What follows belongs to an exercise in optimizing a design on an open flow for small area, a short achievable clock period and few clock cycles per item; a production flow would make more cautious choices. RTL that was checked went through simulation tests only; none was proved equivalent to the original. Power is estimated from default activity; no workload was simulated.

==> inputs of job 3265 <==
## pwm_timing_param_calc
module pwm_timing_param_calc #(
   parameter int PERIOD_BITS  = 16,
   parameter int MAX_DIV_CODE = 7
) (
   input  logic        clock,
   input  logic        reset,
   input  logic        req_start,
   output logic        busy,
   input  logic [6:0]  req_percent,
   output logic        rsp_valid,
   output logic [2:0]  rsp_div_code,
   output logic [7:0]  rsp_prescale_code,
   output logic [15:0] rsp_period_code,
   output logic [15:0] rsp_duty_code,
   output logic        rsp_duty_zero,
   output logic [1:0]  rsp_status,
   input  logic        csr_valid,
   output logic        csr_ready,
   input  logic [0:0]  csr_index,
   input  logic [31:0] csr_wdata
);
==> flow/config.mk <==
export PLATFORM = sky130hd
export DESIGN_NAME = pwm_timing_param_calc
export DESIGN_NICKNAME = pwm_timing_param_calc
export VERILOG_FILES = /design/flow/design.v
export SDC_FILE = /design/flow/constraint.sdc
export NUM_CORES = 4
export LEC_CHECK = 0
export CAP_MARGIN = 20
export CORE_MARGIN = 2
export CORE_UTILIZATION = 60
export PLACE_DENSITY = 0.72
export SETUP_SLACK_MARGIN = 4.25
export SLEW_MARGIN = 20
==> flow/constraint.sdc <==
create_clock -name core_clock -period 8.0 [get_ports {clock}]
set_input_delay 1.6000 -clock core_clock [delete_from_list [all_inputs] [get_ports {clock}]]
set_output_delay 1.6000 -clock core_clock [all_outputs]
set_load 0.01 [all_outputs]
run.sh (not shown) runs the stock make flow with config.mk's settings and CLKGATE_MAP_FILE= SYNTH_SCRIPT=/design/flow/synth_recipe.tcl, a recipe that flattens the netlist after the stock synthesis.
==> job 5009: changes against job 3265 <==
--- a/flow/design.v
+++ b/flow/design.v
@@ -83,10 +83,11 @@
    logic [30:0] cqr;
    logic [6:0]  rr;
    logic [6:0]  rr100;       
    logic [7:0]  rr200;       
    logic [2:0]  divc;
+   logic [2:0]  divc_o;      
    logic [7:0]  prem1;
    logic [16:0] dp;          
    logic [18:0] dp3;         
    logic [15:0] period;
    logic        psat;
@@ -103,10 +104,11 @@
    logic        a_p;         
    logic        a_pn;        
    logic [6:0]  a_t;         
    logic [1:0]  a_u;         
    logic [5:0]  a_e34;       
+   logic [5:0]  a_xt;        
    logic [2:0]  a_d;         
    logic [32:0] xs, xc;
    logic [34:0] ys, yc;
    logic        c_busy;
    logic        c_prd;       
@@ -120,14 +122,11 @@
    logic        s_bad;
    logic [2:0]  s_d;         
    logic        s_inc;       
    logic [34:0] s_y;
    logic        o_valid;
-   logic [2:0]  o_divc;
-   logic [7:0]  o_prem1;
-   logic [15:0] o_period;
-   logic [1:0]  o_status;
+   logic        o_bad;
    logic [15:0] o_duty;
    logic        o_zero;
    logic        busy_r;
    logic        ready_r;
    logic        m_clk, m_cq, m_cyc, a_step;
@@ -186,27 +185,20 @@
          2'd1:    r4 = {1'b0, m_clk & kq[0], kr};    
          2'd2:    r4 = {1'b0, kr, 1'b0};
          default: r4 = 33'd0;
       endcase
    end
-   logic [5:0] ea, eb, es, ek;
-   logic [5:3] ep, eg;
-   logic       g1, p1, g2, p2, ci3, ci4, ci5;
-   assign ea  = r1[32:27];
-   assign eb  = r2[32:27];
-   assign es  = ea ^ eb ^ a_e34;
-   assign ek  = (ea & eb) | (ea & a_e34) | (eb & a_e34);
-   assign g1  = es[1] & ek[0];
-   assign p1  = es[1] ^ ek[0];
-   assign g2  = es[2] & ek[1];
-   assign p2  = es[2] ^ ek[1];
-   assign ci3 = g2 | (p2 & g1);
-   assign ep  = es[5:3] ^ ek[4:2];
-   assign eg  = es[5:3] & ek[4:2];
-   assign ci4 = eg[3] | (ep[3] & ci3);
-   assign ci5 = eg[4] | (ep[4] & eg[3]) | (ep[4] & ep[3] & ci3);
-   assign est = {ep[5] ^ ci5, ep[4] ^ ci4, ep[3] ^ ci3, 3'b0};
+   logic [5:0] xt_n;
+   logic [5:0] eg0, ep0;
+   logic       ci3, ci4, ci5;
+   assign xt_n = xs_n[31:26] + xc_n[31:26];
+   assign eg0  = a_xt & a_e34;
+   assign ep0  = a_xt ^ a_e34;
+   assign ci3  = eg0[2] | (ep0[2] & eg0[1]) | (ep0[2] & ep0[1] & eg0[0]);
+   assign ci4  = eg0[3] | (ep0[3] & ci3);
+   assign ci5  = eg0[4] | (ep0[4] & eg0[3]) | (ep0[4] & ep0[3] & ci3);
+   assign est  = {ep0[5] ^ ci5, ep0[4] ^ ci4, ep0[3] ^ ci3, 3'b0};
    assign d   = (est[5:3] == 3'd7) ? 3'd0 : est[5:3];
    always_comb begin
       case (est[5:3])
          3'd1:    ndg = 33'h1c4653600;
          3'd2:    ndg = 33'h188ca6c00;
@@ -352,19 +344,21 @@
             a_p   <= p_next;
             a_e34 <= e34_n;
             a_pn  <= per_r[cnt - 5'd2];
             a_d   <= d;
             xs    <= xs_n;
+            a_xt  <= xt_n;
             xc    <= xc_n;
             ys    <= ys_n;
             yc    <= yc_n;
             cnt   <= cnt - 5'd1;
          end
          case (cf_st)
             CF_CLK, CF_CLKS: begin
                if (cf_st == CF_CLK && k_raw) begin
                   xs    <= '0;
+                  a_xt  <= 6'd0;
                   xc    <= '0;
                   a_p   <= 1'b0;
                   a_u   <= 2'd1;
                   a_e34 <= {1'b0, kq[0], kr[30:27]};
                   a_d   <= '0;
@@ -380,10 +374,11 @@
                   a_e34 <= 6'd0;
                   a_pn  <= cq_pn;
                   a_p   <= 1'b0;
                   a_d   <= '0;
                   xs    <= '0;
+                  a_xt  <= 6'd0;
                   xc    <= '0;
                   ys    <= '0;
                   yc    <= '0;
                   cnt   <= cq_cnt;
                   cf_st <= CF_CQ;
@@ -420,10 +415,11 @@
                a_u   <= 2'd0;
                a_p   <= 1'b1;
                a_e34 <= {2'b0, xr_sel[30:27]};
                a_d   <= '0;
                xs    <= '0;
+               a_xt  <= 6'd0;
                xc    <= '0;
                ys    <= '0;
                yc    <= '0;
                cnt   <= 5'd6;
                cf_st <= CF_CYC;
@@ -452,10 +448,11 @@
                end else begin
                   divc <= divc + 3'd1;
                end
             end
             CF_PRE: begin
+               divc_o <= divc;
                if (nofit) begin
                   prem1 <= 8'd255;
                   dp    <= 17'd256;
                end else if (szero) begin
                   prem1 <= 8'd0;
@@ -492,10 +489,11 @@
             a_t   <= a_pct[6] ? rr : 7'd0;
             a_u   <= 2'd0;
             a_e34 <= a_pct[6] ? {2'b0, cqr[30:27]} : 6'd0;
             a_d   <= '0;
             xs    <= '0;
+            a_xt  <= 6'd0;
             xc    <= '0;
             ys    <= '0;
             yc    <= '0;
             cnt   <= 5'd6;
          end
@@ -508,10 +506,11 @@
                a_t   <= req_percent[6] ? rr : 7'd0;
                a_u   <= 2'd0;
                a_e34 <= req_percent[6] ? {2'b0, cqr[30:27]} : 6'd0;
                a_d   <= '0;
                xs    <= '0;
+               a_xt  <= 6'd0;
                xc    <= '0;
                ys    <= '0;
                yc    <= '0;
                cnt   <= 5'd6;
             end
@@ -521,14 +520,11 @@
             c_yq    <= yq_n;
             c_sat   <= sat_n;
             c_first <= 1'b0;
             if (c_last && !c_prd) begin
                o_valid <= 1'b1;
-               o_divc   <= c_bad ? 3'd0 : divc;
-               o_prem1  <= c_bad ? 8'd0 : prem1;
-               o_period <= c_bad ? 16'd0 : period;
-               o_status <= c_bad ? 2'd1 : (st2 ? 2'd2 : 2'd0);
+               o_bad   <= c_bad;
                o_duty  <= c_bad ? 16'd0 : (sat_n ? 16'hffff : yq_n);
                o_zero  <= !c_bad && !sat_n && (yq_n == 16'd0);
             end
          end
          if (a_to_s) begin
@@ -562,12 +558,12 @@
             cf_st    <= CF_CLK;
          end
       end
    end
    assign rsp_valid         = o_valid;
-   assign rsp_div_code      = o_divc;
-   assign rsp_prescale_code = o_prem1;
-   assign rsp_period_code   = o_period;
+   assign rsp_div_code      = o_bad ? 3'd0 : divc_o;
+   assign rsp_prescale_code = o_bad ? 8'd0 : prem1;
+   assign rsp_period_code   = o_bad ? 16'd0 : period;
    assign rsp_duty_code     = o_duty;
    assign rsp_duty_zero     = o_zero;
-   assign rsp_status        = o_status;
+   assign rsp_status        = o_bad ? 2'd1 : (st2 ? 2'd2 : 2'd0);
 endmodule
SETUP_SLACK_MARGIN = 4.5   (was 4.25)
==> job 9082: changes against job 3265 <==
--- a/flow/design.v
+++ b/flow/design.v
@@ -83,10 +83,11 @@
    logic [30:0] cqr;
    logic [6:0]  rr;
    logic [6:0]  rr100;       
    logic [7:0]  rr200;       
    logic [2:0]  divc;
+   logic [2:0]  divc_o;      
    logic [7:0]  prem1;
    logic [16:0] dp;          
    logic [18:0] dp3;         
    logic [15:0] period;
    logic        psat;
@@ -120,14 +121,11 @@
    logic        s_bad;
    logic [2:0]  s_d;         
    logic        s_inc;       
    logic [34:0] s_y;
    logic        o_valid;
-   logic [2:0]  o_divc;
-   logic [7:0]  o_prem1;
-   logic [15:0] o_period;
-   logic [1:0]  o_status;
+   logic        o_bad;
    logic [15:0] o_duty;
    logic        o_zero;
    logic        busy_r;
    logic        ready_r;
    logic        m_clk, m_cq, m_cyc, a_step;
@@ -452,10 +450,11 @@
                end else begin
                   divc <= divc + 3'd1;
                end
             end
             CF_PRE: begin
+               divc_o <= divc;
                if (nofit) begin
                   prem1 <= 8'd255;
                   dp    <= 17'd256;
                end else if (szero) begin
                   prem1 <= 8'd0;
@@ -521,14 +520,11 @@
             c_yq    <= yq_n;
             c_sat   <= sat_n;
             c_first <= 1'b0;
             if (c_last && !c_prd) begin
                o_valid <= 1'b1;
-               o_divc   <= c_bad ? 3'd0 : divc;
-               o_prem1  <= c_bad ? 8'd0 : prem1;
-               o_period <= c_bad ? 16'd0 : period;
-               o_status <= c_bad ? 2'd1 : (st2 ? 2'd2 : 2'd0);
+               o_bad   <= c_bad;
                o_duty  <= c_bad ? 16'd0 : (sat_n ? 16'hffff : yq_n);
                o_zero  <= !c_bad && !sat_n && (yq_n == 16'd0);
             end
          end
          if (a_to_s) begin
@@ -562,12 +558,12 @@
             cf_st    <= CF_CLK;
          end
       end
    end
    assign rsp_valid         = o_valid;
-   assign rsp_div_code      = o_divc;
-   assign rsp_prescale_code = o_prem1;
-   assign rsp_period_code   = o_period;
+   assign rsp_div_code      = o_bad ? 3'd0 : divc_o;
+   assign rsp_prescale_code = o_bad ? 8'd0 : prem1;
+   assign rsp_period_code   = o_bad ? 16'd0 : period;
    assign rsp_duty_code     = o_duty;
    assign rsp_duty_zero     = o_zero;
-   assign rsp_status        = o_status;
+   assign rsp_status        = o_bad ? 2'd1 : (st2 ? 2'd2 : 2'd0);
 endmodule
SETUP_SLACK_MARGIN = 4.5   (was 4.25)
==> qor summary <==
Netlist Area Pre-Place: job 3265 38,800 µm²; job 5009 38,300 µm²; job 9082 37,900 µm²
Endpoint of the worst-slack reg-to-reg timing path: job 3265 xs[14]; job 5009 a_xt[4]; job 9082 xs[26]
Share of total power in sequential cells: job 3265 33.8%; job 5009 32.6%; job 9082 34.4%
Wirelength, routed: job 3265 116,000 µm; job 5009 115,000 µm; job 9082 115,000 µm
Avg Cell Area, Syn: job 3265 9.48 µm²; job 5009 9.35 µm²; job 9082 9.43 µm²
N_taps: job 3265 855; job 5009 846; job 9082 846
Flops & latches, synth: job 3265 522; job 5009 503; job 9082 497
Sequential logic power: job 3265 0.00386 W; job 5009 0.00364 W; job 9082 0.00344 W
Status: job 3265 complete, no violations; job 5009 complete, no violations; job 9082 complete, no violations
Worst-case setup slack after placement: job 3265 3320 ps; job 5009 3240 ps; job 9082 2930 ps
Max incr delay on CP: job 3265 520 ps; job 5009 520 ps; job 9082 560 ps
Total area of multi-input combinational cells: job 3265 22,700 µm²; job 5009 23,100 µm²; job 9082 23,000 µm²
Maximum number of pins on one net before global-route repair: job 3265 81; job 5009 166; job 9082 166
1st-iter DRT viols: job 3265 3,567; job 5009 3,543; job 9082 3,217
Testbench counts of job 9082, summed over its fixed seeds: cycles 23,369, items 2,400.
The RTL of job 3265 and job 5009 was laid out without a check of its function.


==> exp/tundra: inputs <==
pwm_timing_param_calc, a different RTL version from the one above (not shown whole).
clock: 8.0 ns
lec_check: 0
cap_margin: 20
core_margin: 2
core_utilization: 60
place_density: 0.72
setup_slack_margin: 4.0
slew_margin: 20
==> exp/violet (differences from exp/tundra) <==
--- a/flow/design.v
+++ b/flow/design.v
@@ -1,7 +1,40 @@
+module ptpc_ks_add #(
+   parameter int W = 8
+) (
+   input  logic [W-1:0] a,
+   input  logic [W-1:0] b,
+   input  logic         cin,
+   output logic [W-1:0] s,
+   output logic         cout
+);
+   localparam int L = $clog2(W);
+   logic [(L+1)*W-1:0] g, p;
+   logic [W-1:0] hs;
+   always_comb begin
+      hs = a ^ b;
+      g[W-1:0] = a & b;
+      p[W-1:0] = hs;
+      g[0] = (a[0] & b[0]) | (hs[0] & cin);
+      for (int l = 0; l < L; l++) begin
+         for (int i = 0; i < W; i++) begin
+            if (i >= (1 << l)) begin
+               g[(l+1)*W+i] = g[l*W+i] | (p[l*W+i] & g[l*W+i-(1<<l)]);
+               p[(l+1)*W+i] = p[l*W+i] & p[l*W+i-(1<<l)];
+            end else begin
+               g[(l+1)*W+i] = g[l*W+i];
+               p[(l+1)*W+i] = p[l*W+i];
+            end
+         end
+      end
+      s[0] = hs[0] ^ cin;
+      for (int i = 1; i < W; i++) s[i] = hs[i] ^ g[L*W+i-1];
+      cout = g[L*W+W-1];
+   end
+endmodule
 module pwm_timing_param_calc #(
    parameter int PERIOD_BITS  = 16,
    parameter int MAX_DIV_CODE = 7
 ) (
    input  logic        clock,
    input  logic        reset,
    input  logic        req_start,
@@ -190,17 +223,18 @@
    assign q3   = a_p ? {7'b0, cqq} : 35'd0;
    assign qs   = q1 ^ q2 ^ q3;
    assign qc   = {((q1 & q2) | (q1 & q3) | (q2 & q3)), 1'b0};
    assign ys_n = qs ^ qc ^ {30'd0, ysm};
    assign yc_n = {((qs & qc) | (qs & {30'd0, ysm}) | (qc & {30'd0, ysm})), 1'b0};
    logic [30:0] y_sub;
    logic        y_ge;
-   assign x_bin  = xs + xc;
+   logic x_co, y_co;
+   ptpc_ks_add #(.W(33)) u_xbin (.a(xs), .b(xc), .cin(1'b0), .s(x_bin), .cout(x_co));
    assign x_ge   = (x_bin[30:0] >= G1);
-   assign y_res0 = ys + yc;
+   ptpc_ks_add #(.W(35)) u_yres (.a(ys), .b(yc), .cin(1'b0), .s(y_res0), .cout(y_co));
    assign y_fin  = s_y + {31'd0, {1'b0, s_d} + {3'b0, s_inc}};
    assign y_ge   = (ys[30:0] >= G1);
    assign y_sub  = ys[30:0] - G1;
    assign xr_sel = y_ge ? y_sub : ys[30:0];
    logic [4:0] cq_cnt;
    logic [5:0] cq_top;
    logic       cq_pn;
@@ -227,17 +261,21 @@
    logic [19:0] df1, df2, df3;
    logic [1:0]  qd;
    logic [18:0] q4_n;
    logic [15:0] yq_n;
    logic        sat_n;
    logic        c_last;
    assign q4  = {c_r[16:0], c_yq[15:14]};
-   assign df1 = {1'b0, q4} - {3'b0, dp};
-   assign df2 = {1'b0, q4} - {2'b0, dp, 1'b0};
-   assign df3 = {1'b0, q4} - {1'b0, dp3};
+   logic nb1, nb2, nb3;
+   ptpc_ks_add #(.W(19)) u_df1 (.a(q4), .b(~{2'b0, dp}), .cin(1'b1), .s(df1[18:0]), .cout(nb1));
+   ptpc_ks_add #(.W(19)) u_df2 (.a(q4), .b(~{1'b0, dp, 1'b0}), .cin(1'b1), .s(df2[18:0]), .cout(nb2));
+   ptpc_ks_add #(.W(19)) u_df3 (.a(q4), .b(~dp3), .cin(1'b1), .s(df3[18:0]), .cout(nb3));
+   assign df1[19] = !nb1;
+   assign df2[19] = !nb2;
+   assign df3[19] = !nb3;
    logic [18:0] q4_lo, q4_hi;
    assign q4_lo = df1[19] ? q4 : df1[18:0];
    assign q4_hi = df3[19] ? df2[18:0] : df3[18:0];
    assign q4_n  = df2[19] ? q4_lo : q4_hi;
    assign qd    = {!df2[19], df2[19] ? !df1[19] : !df3[19]};
    assign yq_n   = {c_yq[13:0], qd};
    assign sat_n  = c_sat || (c_first && (c_r >= {2'b0, dp}));
==> exp/yarrow (differences from exp/tundra) <==
--- a/flow/design.v
+++ b/flow/design.v
@@ -33,15 +33,14 @@
    localparam logic [3:0] CF_FIT   = 4'd8;    
    localparam logic [3:0] CF_PRE   = 4'd9;    
    localparam logic [3:0] CF_DP3   = 4'd10;   
    localparam logic [3:0] CF_WAIT  = 4'd11;   
    localparam logic [3:0] CF_PDEC  = 4'd12;   
    localparam logic [3:0] CF_CYS   = 4'd13;   
    localparam logic [3:0] CF_CQS   = 4'd14;   
-   localparam logic [3:0] CF_CLKT  = 4'd15;   
    localparam logic [1:0] A_EMPTY = 2'd0;
    localparam logic [1:0] A_WAIT  = 2'd1;    
    localparam logic [1:0] A_RUN   = 2'd2;
    localparam logic [1:0] A_DONE  = 2'd3;
    logic [31:0] per_r;
    logic [2:0]  kq;          
    logic [30:0] kr;          
@@ -80,16 +79,15 @@
    logic        c_first;
    logic        c_sat;
    logic [2:0]  c_cnt;
    logic [18:0] c_r;
    logic [15:0] c_yq;
    logic        s_v;
    logic        s_bad;
-   logic [2:0]  s_d;         
-   logic        s_inc;       
+   logic [3:0]  s_d;         
    logic [34:0] s_y;
    logic        o_valid;
    logic        o_bad;
    logic [15:0] o_duty;
    logic        o_zero;
    logic        busy_r;
    logic        ready_r;
@@ -102,15 +100,15 @@
    logic [5:0]  e34_n;
    logic [32:0] r1, r2, r3, r4;
    logic [32:0] s1, c1, s2, c2, ndg, xs_n, xc_n;
    logic [5:0]  est;
    logic [2:0]  d;
    logic [34:0] q1, q2, q3, qs, qc, ys_n, yc_n;
    logic [4:0]  ysm;
-   logic [30:0] xr_sel;
+   logic [3:0]  s_dn;
    logic [32:0] x_bin;
    logic        x_ge;
    logic [34:0] y_res0, y_fin;
    assign m_clk  = (cf_st == CF_CLKR);
    assign m_cq   = (cf_st == CF_CQ);
    assign m_cyc  = (cf_st == CF_CYC);
    assign a_step = m_clk || m_cq || m_cyc || (a_st == A_RUN);
@@ -188,45 +186,40 @@
    assign q1   = {ys[33:0], 1'b0};
    assign q2   = {yc[33:0], 1'b0};
    assign q3   = a_p ? {7'b0, cqq} : 35'd0;
    assign qs   = q1 ^ q2 ^ q3;
    assign qc   = {((q1 & q2) | (q1 & q3) | (q2 & q3)), 1'b0};
    assign ys_n = qs ^ qc ^ {30'd0, ysm};
    assign yc_n = {((qs & qc) | (qs & {30'd0, ysm}) | (qc & {30'd0, ysm})), 1'b0};
-   logic [30:0] y_sub;
-   logic        y_ge;
+   logic [32:0] x_red, x_sel;
    assign x_bin  = xs + xc;
-   assign x_ge   = (x_bin[30:0] >= G1);
+   assign x_red  = xs + xc + 33'h1c4653600;            
+   assign x_ge   = !x_red[32];
+   assign x_sel  = x_ge ? x_red : x_bin;                 
    assign y_res0 = ys + yc;
-   assign y_fin  = s_y + {31'd0, {1'b0, s_d} + {3'b0, s_inc}};
-   assign y_ge   = (ys[30:0] >= G1);
-   assign y_sub  = ys[30:0] - G1;
-   assign xr_sel = y_ge ? y_sub : ys[30:0];
-   logic [4:0] cq_cnt;
-   logic [5:0] cq_top;
+   assign s_dn   = {1'b0, a_d} + {3'b0, x_ge};           
+   assign y_fin  = s_y + {31'd0, s_d};
+   logic [4:0] cq_start;
+   logic [6:0] cq_top;
    logic       cq_pn;
    always_comb begin
-      if (per_r[31:8] == '0)       begin cq_cnt = 5'd2;  cq_top = per_r[7:2];   cq_pn = per_r[1];  end
-      else if (per_r[31:12] == '0) begin cq_cnt = 5'd6;  cq_top = per_r[11:6];  cq_pn = per_r[5];  end
-      else if (per_r[31:16] == '0) begin cq_cnt = 5'd10; cq_top = per_r[15:10]; cq_pn = per_r[9];  end
-      else if (per_r[31:20] == '0) begin cq_cnt = 5'd14; cq_top = per_r[19:14]; cq_pn = per_r[13]; end
-      else if (per_r[31:24] == '0) begin cq_cnt = 5'd18; cq_top = per_r[23:18]; cq_pn = per_r[17]; end
-      else if (per_r[31:28] == '0) begin cq_cnt = 5'd22; cq_top = per_r[27:22]; cq_pn = per_r[21]; end
-      else                         begin cq_cnt = 5'd26; cq_top = per_r[31:26]; cq_pn = per_r[25]; end
+      if (per_r[31:8] == '0)       begin cq_start = 5'd1;  cq_top = per_r[7:1];   cq_pn = per_r[0];  end
+      else if (per_r[31:12] == '0) begin cq_start = 5'd5;  cq_top = per_r[11:5];  cq_pn = per_r[4];  end
+      else if (per_r[31:16] == '0) begin cq_start = 5'd9;  cq_top = per_r[15:9];  cq_pn = per_r[8];  end
+      else if (per_r[31:20] == '0) begin cq_start = 5'd13; cq_top = per_r[19:13]; cq_pn = per_r[12]; end
+      else if (per_r[31:24] == '0) begin cq_start = 5'd17; cq_top = per_r[23:17]; cq_pn = per_r[16]; end
+      else if (per_r[31:28] == '0) begin cq_start = 5'd21; cq_top = per_r[27:21]; cq_pn = per_r[20]; end
+      else                         begin cq_start = 5'd25; cq_top = per_r[31:25]; cq_pn = per_r[24]; end
    end
    logic [34:0] scaled;
    logic [16:0] hl;
    logic [7:0]  pm1;
    assign scaled = {c_r[18:0], c_yq};
-   logic [8:0]  h1, h2, pre_v;
    assign hl     = {9'b0, scaled[23:16]} + {1'b0, scaled[15:0]};
-   assign h1     = {1'b0, scaled[23:16]} + 9'd1;
-   assign h2     = {1'b0, scaled[23:16]} + 9'd2;
-   assign pm1    = hl[16] ? h1[7:0] : scaled[23:16];
-   assign pre_v  = hl[16] ? h2 : h1;
+   assign pm1    = scaled[23:16] + 8'(hl[16]);
    logic [18:0] q4;
    logic [19:0] df1, df2, df3;
    logic [1:0]  qd;
    logic [18:0] q4_n;
    logic [15:0] yq_n;
    logic        sat_n;
    logic        c_last;
@@ -268,34 +261,34 @@
       c_busy_n = c_busy;
       c_cnt_n  = c_cnt - 3'd1;
       if (c_last) c_busy_n = 1'b0;
       if (s_to_c || prd_go) begin
          c_busy_n = 1'b1;
          c_cnt_n  = 3'd7;
       end
-      if (acc_write && ((c_busy && c_prd) || prd_go)) c_busy_n = 1'b0;
+      if (acc_write && (c_prd || prd_go)) c_busy_n = 1'b0;
       if (reset) c_busy_n = 1'b0;
       s_v_n = s_v;
       if (s_to_c) s_v_n = 1'b0;
       if (a_to_s) s_v_n = 1'b1;
       if (reset) s_v_n = 1'b0;
       cfg_ok_n = cfg_ok;
       if (cf_st == CF_PDEC) cfg_ok_n = 1'b1;
-      if (cf_st == CF_CYF || reset) cfg_ok_n = 1'b0;
+      if (acc_write || reset) cfg_ok_n = 1'b0;
    end
    always_ff @(posedge clock) begin
       a_st    <= a_st_n;
       c_busy  <= c_busy_n;
       c_cnt   <= c_cnt_n;
       cfg_ok  <= cfg_ok_n;
       s_v     <= s_v_n;
       busy_r  <= !((a_st_n == A_EMPTY) ||
                    ((a_st_n == A_DONE) &&
                     (!s_v_n || ((!c_busy_n || c_cnt_n == 3'd0) && cfg_ok_n))));
-      ready_r <= (a_st_n == A_EMPTY) && (cfg_ok_n || !s_v_n);
+      ready_r <= (a_st_n == A_EMPTY) && !s_v_n;
       if (reset) begin
          per_r    <= 32'd50000;
          kq       <= 3'd0;
          kr       <= 31'd200000000;
          k_raw    <= 1'b0;
          cfg_a_ok <= 1'b0;
          cf_st    <= CF_CLK;
@@ -323,105 +316,102 @@
                   a_p   <= 1'b0;
                   a_u   <= 2'd1;
                   a_e34 <= {1'b0, kq[0], kr[30:27]};
                   a_d   <= '0;
                   cf_st <= CF_CLKR;
                end else begin
                   if (cf_st == CF_CLKS) begin
-                     kq    <= a_d + {2'b0, y_ge};
-                     kr    <= xr_sel;
+                     kq    <= s_dn[2:0];
+                     kr    <= x_sel[30:0];
                      k_raw <= 1'b0;
                   end
-                  a_u   <= 2'd0;
-                  a_t   <= {1'b0, cq_top};
-                  a_e34 <= 6'd0;
+                  if (cq_top >= 7'd100) begin
+                     a_u   <= 2'd1;
+                     a_t   <= cq_top - 7'd100;
+                     a_e34 <= {2'b0, (cf_st == CF_CLKS) ? x_sel[30:27] : kr[30:27]};
+                  end else begin
+                     a_u   <= 2'd0;
+                     a_t   <= cq_top;
+                     a_e34 <= 6'd0;
+                  end
                   a_pn  <= cq_pn;
                   a_p   <= 1'b0;
                   a_d   <= '0;
                   xs    <= '0;
                   xc    <= '0;
                   ys    <= '0;
                   yc    <= '0;
-                  cnt   <= cq_cnt;
+                  cnt   <= cq_start;
                   cf_st <= CF_CQ;
                end
             end
             CF_CLKR: begin
-               cf_st <= CF_CLKT;
-            end
-            CF_CLKT: begin
-               ys    <= {2'b0, x_bin};
                cf_st <= CF_CLKS;
             end
             CF_CQ: begin
                if (cnt == 5'd0) begin
                   rr    <= a_t;
                   cf_st <= CF_CQF;
                end
             end
             CF_CQF: begin
-               if (!s_v && !(c_busy && !c_prd)) begin
-                  s_y   <= y_res0;
-                  s_d   <= a_d;
-                  s_inc <= x_ge;
-                  ys    <= {2'b0, x_bin};
-                  cf_st <= CF_CQS;
-               end
+               cqr   <= x_sel[30:0];
+               s_y   <= y_res0;
+               s_d   <= s_dn;
+               cf_st <= CF_CQS;
             end
             CF_CQS: begin
-               cqr   <= xr_sel;
                cqq   <= y_fin[27:0];
                a_t   <= rr;
                a_u   <= 2'd0;
                a_p   <= 1'b1;
-               a_e34 <= {2'b0, xr_sel[30:27]};
+               a_e34 <= {2'b0, cqr[30:27]};
                a_d   <= '0;
                xs    <= '0;
                xc    <= '0;
                ys    <= '0;
                yc    <= '0;
                cnt   <= 5'd6;
                cf_st <= CF_CYC;
             end
             CF_CYC: begin
                if (cnt == 5'd0) cf_st <= CF_CYF;
             end
             CF_CYF: begin
                s_y      <= y_res0;
-               s_d      <= a_d;
-               s_inc    <= x_ge;
+               s_d      <= s_dn;
                cfg_a_ok <= 1'b1;
                cf_st    <= CF_CYS;
             end
             CF_CYS: begin
-               {c_r, c_yq} <= y_fin;
+               {c_r, c_yq} <= y_fin >> 1;
                divc     <= 3'd0;
                cf_st    <= CF_FIT;
             end
             CF_FIT: begin
-               {c_r, c_yq} <= scaled >> 1;
-               if ((scaled >> 1) <= FIT_LIMIT || divc == 3'd7) begin
-                  nofit <= ((scaled >> 1) > FIT_LIMIT);
-                  szero <= ((scaled >> 1) == 35'd0);
+               if (scaled <= FIT_LIMIT || divc == 3'd7) begin
+                  nofit <= (scaled > FIT_LIMIT);
+                  szero <= (scaled == 35'd0);
                   cf_st <= CF_PRE;
                end else begin
+                  {c_r, c_yq} <= scaled >> 1;
                   divc <= divc + 3'd1;
                end
             end
             CF_PRE: begin
                divc_o <= divc;
                if (nofit) begin
                   prem1 <= 8'd255;
                   dp    <= 17'd256;
                end else if (szero) begin
                   prem1 <= 8'd0;
                   dp    <= 17'd1;
                end else begin
                   prem1 <= pm1;
-                  dp    <= 17'(pre_v);
+                  dp    <= 17'(pm1) + 17'd1;
                end
                st2    <= nofit || szero;
                cf_st  <= CF_DP3;
             end
             CF_DP3: begin
                dp3   <= {2'b0, dp} + {1'b0, dp, 1'b0};
                cf_st <= CF_WAIT;
@@ -481,16 +471,15 @@
                o_bad   <= c_bad;
                o_duty  <= c_bad ? 16'd0 : (sat_n ? 16'hffff : yq_n);
                o_zero  <= !c_bad && !sat_n && (yq_n == 16'd0);
             end
          end
          if (a_to_s) begin
             s_bad <= a_bad;
-            s_d   <= a_d;
-            s_inc <= x_ge;
+            s_d   <= s_dn;
             s_y   <= y_res0;
          end
          if (s_to_c) begin
             c_prd   <= 1'b0;
             c_bad   <= s_bad;
             c_first <= 1'b1;
             c_sat   <= 1'b0;
Settings changed: SETUP_SLACK_MARGIN 4.0 to 3.0.
==> run summary <==
metric                                                                                  exp/tundra      exp/yarrow      exp/violet
Source of the critical timing path                                                        a_e34[2]           xs[0]           xs[0]
Layout inverter count without the clock tree                                                   228             296             231
Vias after detailed routing                                                                  31200           31800           31000
Required time at the worst-slack endpoint                                                  8360 ps         8400 ps         8360 ps
Count of multi-input combinational gates                                                      3102            3206            3076
Worst path slowest cell                                                                       fa_1            fa_1       a2111oi_2
Status                                                                              finished clean  finished clean  finished clean
Relative max-transition margin                                                               0.278           0.297           0.281
Post-route cell area                                                                    0.0414 mm2      0.0420 mm2      0.0409 mm2
Switch share                                                                                 0.370           0.393           0.398
Inserted Clock Buffers                                                                          56              56              55
Clock network fraction of design power                                                       0.286           0.262           0.245
Number of distinct library cell variants in the gate-level netlist after synthesis             100             101              94
HPWL after detailed placement                                                              81.4 mm         79.2 mm         81.3 mm
Critical Path Sink                                                                          xs[15]        a_e34[2]           s_inc
Met2 wire length                                                                           50.7 mm         51.3 mm         51.1 mm
Met2 usage in global routing                                                                 0.543           0.538           0.553
Number of DRC violations after detailed-routing iteration 0                                   2882            2946            3252
Testbench counts of exp/tundra, summed over its fixed seeds: cycles 23,369, items 2,400.
For exp/violet and exp/yarrow, only the layout was checked, not whether the RTL still works.

-- separate check: timing with driven ports --
Ports are ideal in the flow. The routed layouts listed here were re-timed in OpenROAD. Step 1, drivers: a clkbuf_16 drives clock and a buf_2 each remaining input, both assumed. Step 2 adds t to the input delays and takes it off the output delays; t is the mean of the earliest and latest rising clock arrival at the registers after step 1. Input paths then give back, and output paths get back, about the clock's delay inside the block. a / b / c = ideal ports / drivers / drivers and shift; a / b = the first two.
run	shift t [ns]	slack for setup (ns)	pins driven straight from the clock port
job 3265	0.707	4.226 / 4.226 / 3.817	1
job 5009	0.697	3.901 / 3.901 / 3.901	1
job 9082	0.691	4.512 / 4.512 / 3.908	1
exp/tundra	0.701	4.136 / 4.081 / 3.539	1
exp/violet	0.677	4.090 / 4.090 / 3.747	1
exp/yarrow	0.697	3.214 / 3.214 / 3.214	1
After both steps every run listed still meets setup and hold. The setup slack of job 9082, which loses most, moves by 0.000 ns with the drivers and by -0.604 ns with both steps.
